This design comes from an exercise in tuning for small area on the open sky130 flow, not from production work. In this exercise RTL edits were held to simulation tests only and were not proved equivalent to the original. Power and IR drop assume default switching activity. The flow treats the clock pin as an ideal source, which a real chip does not have.

==> flow/design.v (excerpt) <==
module multicycle_datapath (
    input  logic        CLK,
    input  logic        reset,
    output logic        mem_req,
    output logic        mem_we,
    output logic [31:0] mem_addr,
    output logic [31:0] mem_wdata,
    input  logic [31:0] mem_rdata,
    input  logic        mem_ready,
    output logic [31:0] pc,
    output logic        retire,
    output logic        illegal
);
For scale: ~1800 cells after synthesis, about 1100 flip-flops, ~27000 sq um of cells after synthesis.
==> flow/config.mk <==
export PLATFORM = sky130hd
export DESIGN_NAME = multicycle_datapath
export DESIGN_NICKNAME = multicycle_datapath
export VERILOG_FILES = /design/flow/design.v
export SDC_FILE = /design/flow/constraint.sdc
export NUM_CORES = 4
export LEC_CHECK = 0
export ABC_AREA = 1
export CAP_MARGIN = 20
export CORE_MARGIN = 2
export CORE_UTILIZATION = 70
export SLEW_MARGIN = 20
==> flow/constraint.sdc <==
create_clock -name core_clock -period 10.0 [get_ports {CLK}]
set_input_delay 2.0000 -clock core_clock [delete_from_list [all_inputs] [get_ports {CLK}]]
set_output_delay 2.0000 -clock core_clock [all_outputs]
set_load 0.01 [all_outputs]
standard.sh (not shown) runs the stock make flow with config.mk's settings and CLKGATE_MAP_FILE= SYNTH_SCRIPT=/design/flow/synth_recipe.tcl, a recipe that flattens the netlist after the stock synthesis.
==> flow/flow/run.sh <==
#!/bin/bash
# The standard layout (standard.sh) with three changes:
#  - synthesis maps logic with ABC's &nf area mapper (flow/abc_nf.script) in
#    place of ORFS's abc_area.script; everything else in synth_recipe.tcl is
#    unchanged (same registers, flatten and renaming);
#  - ports get buf_1 buffers;
#  - CTS inserts no dummy loads and uses clusters of up to 16 sinks.
# Tool logs: orfs/logs/... (one per step) and flow_standard.log here.
set -euo pipefail
W=$PWD
{
  echo 'proc abc {args} {'
  echo '  set i [lsearch $args -script]'
  echo "  if {\$i >= 0} { set args [lreplace \$args [expr {\$i+1}] [expr {\$i+1}] $W/flow/abc_nf.script] }"
  echo '  yosys abc {*}$args'
  echo '}'
  cat "$W/synth_recipe.tcl"
} > "$W/my_synth.tcl"
sed "s#SYNTH_SCRIPT=[^ ]*#SYNTH_SCRIPT=$W/my_synth.tcl #" standard.sh > my_standard.sh
export BUFFER_PORTS_ARGS="-buffer_cell sky130_fd_sc_hd__buf_1"
export CTS_ARGS="-sink_clustering_enable -repair_clock_nets -dont_use_dummy_load -sink_clustering_size 32 -sink_clustering_max_diameter 50 -buf_list sky130_fd_sc_hd__clkbuf_16"
bash my_standard.sh > flow_standard.log 2>&1
==> flow/flow/abc_nf.script <==
strash
&get -n
&st
&dch
&nf -R 1000
&put
topo
Next try:
==> flow/flow/run.sh (replaced) <==
#!/bin/bash
set -euo pipefail
export BUFFER_PORTS_ARGS="-buffer_cell sky130_fd_sc_hd__buf_1"
export CTS_ARGS="-sink_clustering_enable -repair_clock_nets -dont_use_dummy_load -sink_clustering_size 16 -sink_clustering_max_diameter 50 -buf_list sky130_fd_sc_hd__clkbuf_8"
bash standard.sh > flow_standard.log 2>&1
removed: flow/flow/abc_nf.script
What happened: Cell count went up by 18%. Final area went up by 2.0%. Register-to-register slack gets better by 0.30 ns. Worst hold slack gets better by 0.056 ns.
Next try:
==> flow/flow/run.sh (replaced) <==
#!/bin/bash
set -euo pipefail
export BUFFER_PORTS_ARGS="-buffer_cell sky130_fd_sc_hd__buf_1"
export CTS_ARGS="-sink_clustering_enable -repair_clock_nets -dont_use_dummy_load -sink_clustering_size 36 -sink_clustering_max_diameter 60 -buf_list sky130_fd_sc_hd__clkbuf_16"
bash standard.sh > flow_standard.log 2>&1
Outcome: Setup slack degrades by 0.32 ns; routed wire length goes up by 11%; power goes up by 1.2%; area after synthesis is unchanged; utilization barely changes; non-clock buffer count does not change; die area is unchanged.
Next try:
==> flow/flow/run.sh (replaced) <==
#!/bin/bash
# The standard layout (standard.sh) with three changes:
#  - synthesis maps logic with ABC's &nf area mapper (flow/abc_nf.script) in
#    place of ORFS's abc_area.script; everything else in synth_recipe.tcl is
#    unchanged (same registers, flatten and renaming);
#  - ports get buf_1 buffers;
#  - CTS inserts no dummy loads and uses clusters of up to 16 sinks.
# Tool logs: orfs/logs/... (one per step) and flow_standard.log here.
set -euo pipefail
W=$PWD
{
  echo 'proc abc {args} {'
  echo '  set i [lsearch $args -script]'
  echo "  if {\$i >= 0} { set args [lreplace \$args [expr {\$i+1}] [expr {\$i+1}] $W/flow/abc_nf.script] }"
  echo '  yosys abc {*}$args'
  echo '}'
  cat "$W/synth_recipe.tcl"
} > "$W/my_synth.tcl"
sed "s#SYNTH_SCRIPT=[^ ]*#SYNTH_SCRIPT=$W/my_synth.tcl #" standard.sh > my_standard.sh
export BUFFER_PORTS_ARGS="-buffer_cell sky130_fd_sc_hd__buf_1"
export CTS_ARGS="-sink_clustering_enable -repair_clock_nets -dont_use_dummy_load -sink_clustering_size 16 -sink_clustering_max_diameter 50 -buf_list sky130_fd_sc_hd__clkbuf_8"
bash my_standard.sh > flow_standard.log 2>&1
==> flow/flow/abc_nf.script (new file) <==
strash
balance
rewrite
refactor
balance
rewrite
rewrite -z
balance
refactor -z
rewrite -z
balance
&get -n
&st
&dch
&nf -R 1000
&put
topo
After rerunning:
- The changed run completed without violations
- global-route usage came out lower by 5.9 points
- utilization came out higher by 0.90 points
- combinational power is about the same
- routed wire length came out lower by 22%
- cell area came out lower by about 2.3%
- worst hold slack loses 0.020 ns
- count of clock-buffer cells in the layout came out higher by 40
- first-iteration DRC count came out lower by 50%
- critical path depth came out higher by 1
- via count came out lower by about 15%
- sequential power came out higher by about 2%

---

multicycle_datapath again, from the RTL that the note above started with.
export LEC_CHECK = 0
export ABC_AREA = 1
export CAP_MARGIN = 20
export CORE_MARGIN = 2
export CORE_UTILIZATION = 80
export SLEW_MARGIN = 20
create_clock -name core_clock -period 10.0 [get_ports {CLK}]
==> flow/flow/run.sh <==
#!/bin/bash
# The standard layout (standard.sh) with three changes:
#  - synthesis maps logic with ABC's &nf area mapper (flow/abc_nf.script) in
#    place of ORFS's abc_area.script; everything else in synth_recipe.tcl is
#    unchanged (same registers, flatten and renaming);
#  - ports get buf_1 buffers;
#  - CTS inserts no dummy loads and uses clusters of up to 16 sinks.
# Tool logs: orfs/logs/... (one per step) and flow_standard.log here.
set -euo pipefail
W=$PWD
{
  echo 'proc abc {args} {'
  echo '  set i [lsearch $args -script]'
  echo "  if {\$i >= 0} { set args [lreplace \$args [expr {\$i+1}] [expr {\$i+1}] $W/flow/abc_nf.script] }"
  echo '  yosys abc {*}$args'
  echo '}'
  cat "$W/synth_recipe.tcl"
} > "$W/my_synth.tcl"
sed "s#SYNTH_SCRIPT=[^ ]*#SYNTH_SCRIPT=$W/my_synth.tcl #" standard.sh > my_standard.sh
export BUFFER_PORTS_ARGS="-buffer_cell sky130_fd_sc_hd__buf_1"
export CTS_ARGS="-sink_clustering_enable -repair_clock_nets -dont_use_dummy_load -sink_clustering_size 20 -sink_clustering_max_diameter 45 -buf_list sky130_fd_sc_hd__clkbuf_8"
bash my_standard.sh > flow_standard.log 2>&1
==> flow/flow/abc_nf.script <==
strash
&get -n
&st
&dch
&nf -R 1000
&put
topo
The starting point stopped in 4_1_cts.
Rerun with:
CORE_UTILIZATION = 74   (was 80)
Outcome: The new run finished clean; synthesized cell count stays the same; area after synthesis is unchanged.
Rerun with:
--- a/flow/flow/run.sh
+++ b/flow/flow/run.sh
@@ -21 +21 @@
-export CTS_ARGS="-sink_clustering_enable -repair_clock_nets -dont_use_dummy_load -sink_clustering_size 20 -sink_clustering_max_diameter 45 -buf_list sky130_fd_sc_hd__clkbuf_8"
+export CTS_ARGS="-sink_clustering_enable -repair_clock_nets -dont_use_dummy_load -sink_clustering_size 16 -sink_clustering_max_diameter 50 -buf_list sky130_fd_sc_hd__clkbuf_8"
==> flow/flow/abc_nf.script (replaced) <==
strash
&get -n
&st
&dch -f
&nf -a -R 1000
&put
topo
CAP_MARGIN = 0   (was 20)
CORE_UTILIZATION = 70   (was 74)
SLEW_MARGIN = 0   (was 20)
The new run produced a clean layout.
Design area increases by 0.39%.
Combinational power goes down by 31%.
Power fell by 4.4%.
Utilization went down by 3.9 points.
Setup slack gets worse by 0.093 ns.
Flip-flop and latch count stays the same.
Area after synthesis is about the same.

---

== v55 ==
multicycle_datapath again, from the RTL that the note above started with.
clock: 10.0 ns
lec_check: 0
abc_area: 1
cap_margin: 20
core_margin: 2
core_utilization: 70
slew_margin: 20
==> flow/flow/run.sh <==
#!/bin/bash
set -euo pipefail
export BUFFER_PORTS_ARGS="-buffer_cell sky130_fd_sc_hd__buf_1"
export CTS_ARGS="-sink_clustering_enable -repair_clock_nets -dont_use_dummy_load -sink_clustering_size 22 -sink_clustering_max_diameter 40 -buf_list sky130_fd_sc_hd__clkbuf_8"
bash standard.sh > flow_standard.log 2>&1
What v23 does differently from v55 at the input level:
- swapping 70 for 74 in CORE_UTILIZATION
==> flow/flow/run.sh <==
#!/bin/bash
# The standard layout (standard.sh) with three changes:
#  - synthesis maps logic with ABC's &nf area mapper (flow/abc_nf.script) in
#    place of ORFS's abc_area.script; everything else in synth_recipe.tcl is
#    unchanged (same registers, flatten and renaming);
#  - ports get buf_1 buffers;
#  - CTS inserts no dummy loads and uses clusters of up to 16 sinks.
# Tool logs: orfs/logs/... (one per step) and flow_standard.log here.
set -euo pipefail
W=$PWD
{
  echo 'proc abc {args} {'
  echo '  set i [lsearch $args -script]'
  echo "  if {\$i >= 0} { set args [lreplace \$args [expr {\$i+1}] [expr {\$i+1}] $W/flow/abc_nf.script] }"
  echo '  yosys abc {*}$args'
  echo '}'
  cat "$W/synth_recipe.tcl"
} > "$W/my_synth.tcl"
sed "s#SYNTH_SCRIPT=[^ ]*#SYNTH_SCRIPT=$W/my_synth.tcl #" standard.sh > my_standard.sh
export BUFFER_PORTS_ARGS="-buffer_cell sky130_fd_sc_hd__buf_1"
export CTS_ARGS="-sink_clustering_enable -repair_clock_nets -dont_use_dummy_load -sink_clustering_size 16 -sink_clustering_max_diameter 50 -buf_list sky130_fd_sc_hd__clkbuf_8"
bash my_standard.sh > flow_standard.log 2>&1
==> flow/flow/abc_nf.script (new file) <==
strash
&get -n
&st
&dch -f
&nf -a -R 1000
&put
topo
Compared with v55, in v23 share of the clock period used by the worst path now larger; final standard cell area without fillers shrank by about 3%; non-clock buffer area fraction after layout picked up an extra 0.29 points. Of the two values seen for destination of the critical timing path, rf[575]$_DFF_P_ was produced by v55 and xr[19]$_DFFE_PN0P_ by v23.
#### Input delta (v16 over v23)
- a change of CORE_UTILIZATION from 74 to 70
Findings:
| power | lower: v16 |
v16 vs v23: clock-buffer cell count down slightly
Met3 wire length: v16 lower than v23
Edits applied to the flow inputs when going from v16 to v33:
==> flow/flow/abc_nf.script <==
strash
&get -n
&st
&dch
&nf -R 1000
&put
topo
--- outcome ---
- v33: wire length on met2 about 6% above v16
- Compared with v16, v33 shows a higher mux cell area share after synthesis.
- Going from v16 to v33, number of antenna diodes shrinks by 1.
- v33 against v16: clock tree buffer count of the final layout grew by 1; portion of total power attributed to combinational logic grew by 2.7 points; part of the Yosys area used for sequential elements shrank by 0.15 points.
- Compared v33 against v16; number of signal-net inverters in the final layout within noise.
- Final worst setup slack in v33 is 59 ps lower than in v16

## what the ideal ports hide
The results above use ideal ports. As a check the final layouts listed here were re-extracted and re-timed, cells and wires unchanged.
Step 1 sets driving cells, clkbuf_16 on the clock port and buf_2 on the other inputs (assumed; they add their load-dependent delay and slew).
Step 2 times the ports against the registers' clock, not the clock port: input delays grow and output delays shrink by t, the midpoint of the rising clock arrivals with the driver on.
Slacks: ideal / step 1 / step 2; pairs: ideal / step 1.
run	t, ns	slack for setup (ns)	worst setup path after step 2
the first run of note 1	0.646	5.018 / 5.018 / 5.018	register to register
the second run of note 1	0.691	5.317 / 5.317 / 5.317	register to register
the third run of note 1	0.639	4.998 / 4.998 / 4.998	register to register
the fourth run of note 1	0.658	4.941 / 4.941 / 4.941	register to register
the second run of note 2	0.665	5.017 / 5.017 / 5.017	register to register
the third run of note 2	0.677	4.924 / 4.924 / 4.924	register to register
v55	0.704	5.229 / 5.229 / 5.229	register to register
v23	0.682	5.189 / 5.189 / 5.189	register to register
v16	0.680	5.188 / 5.188 / 5.188	register to register
v33	0.679	5.129 / 5.129 / 5.129	register to register
After both steps setup and hold are still met in every run listed.
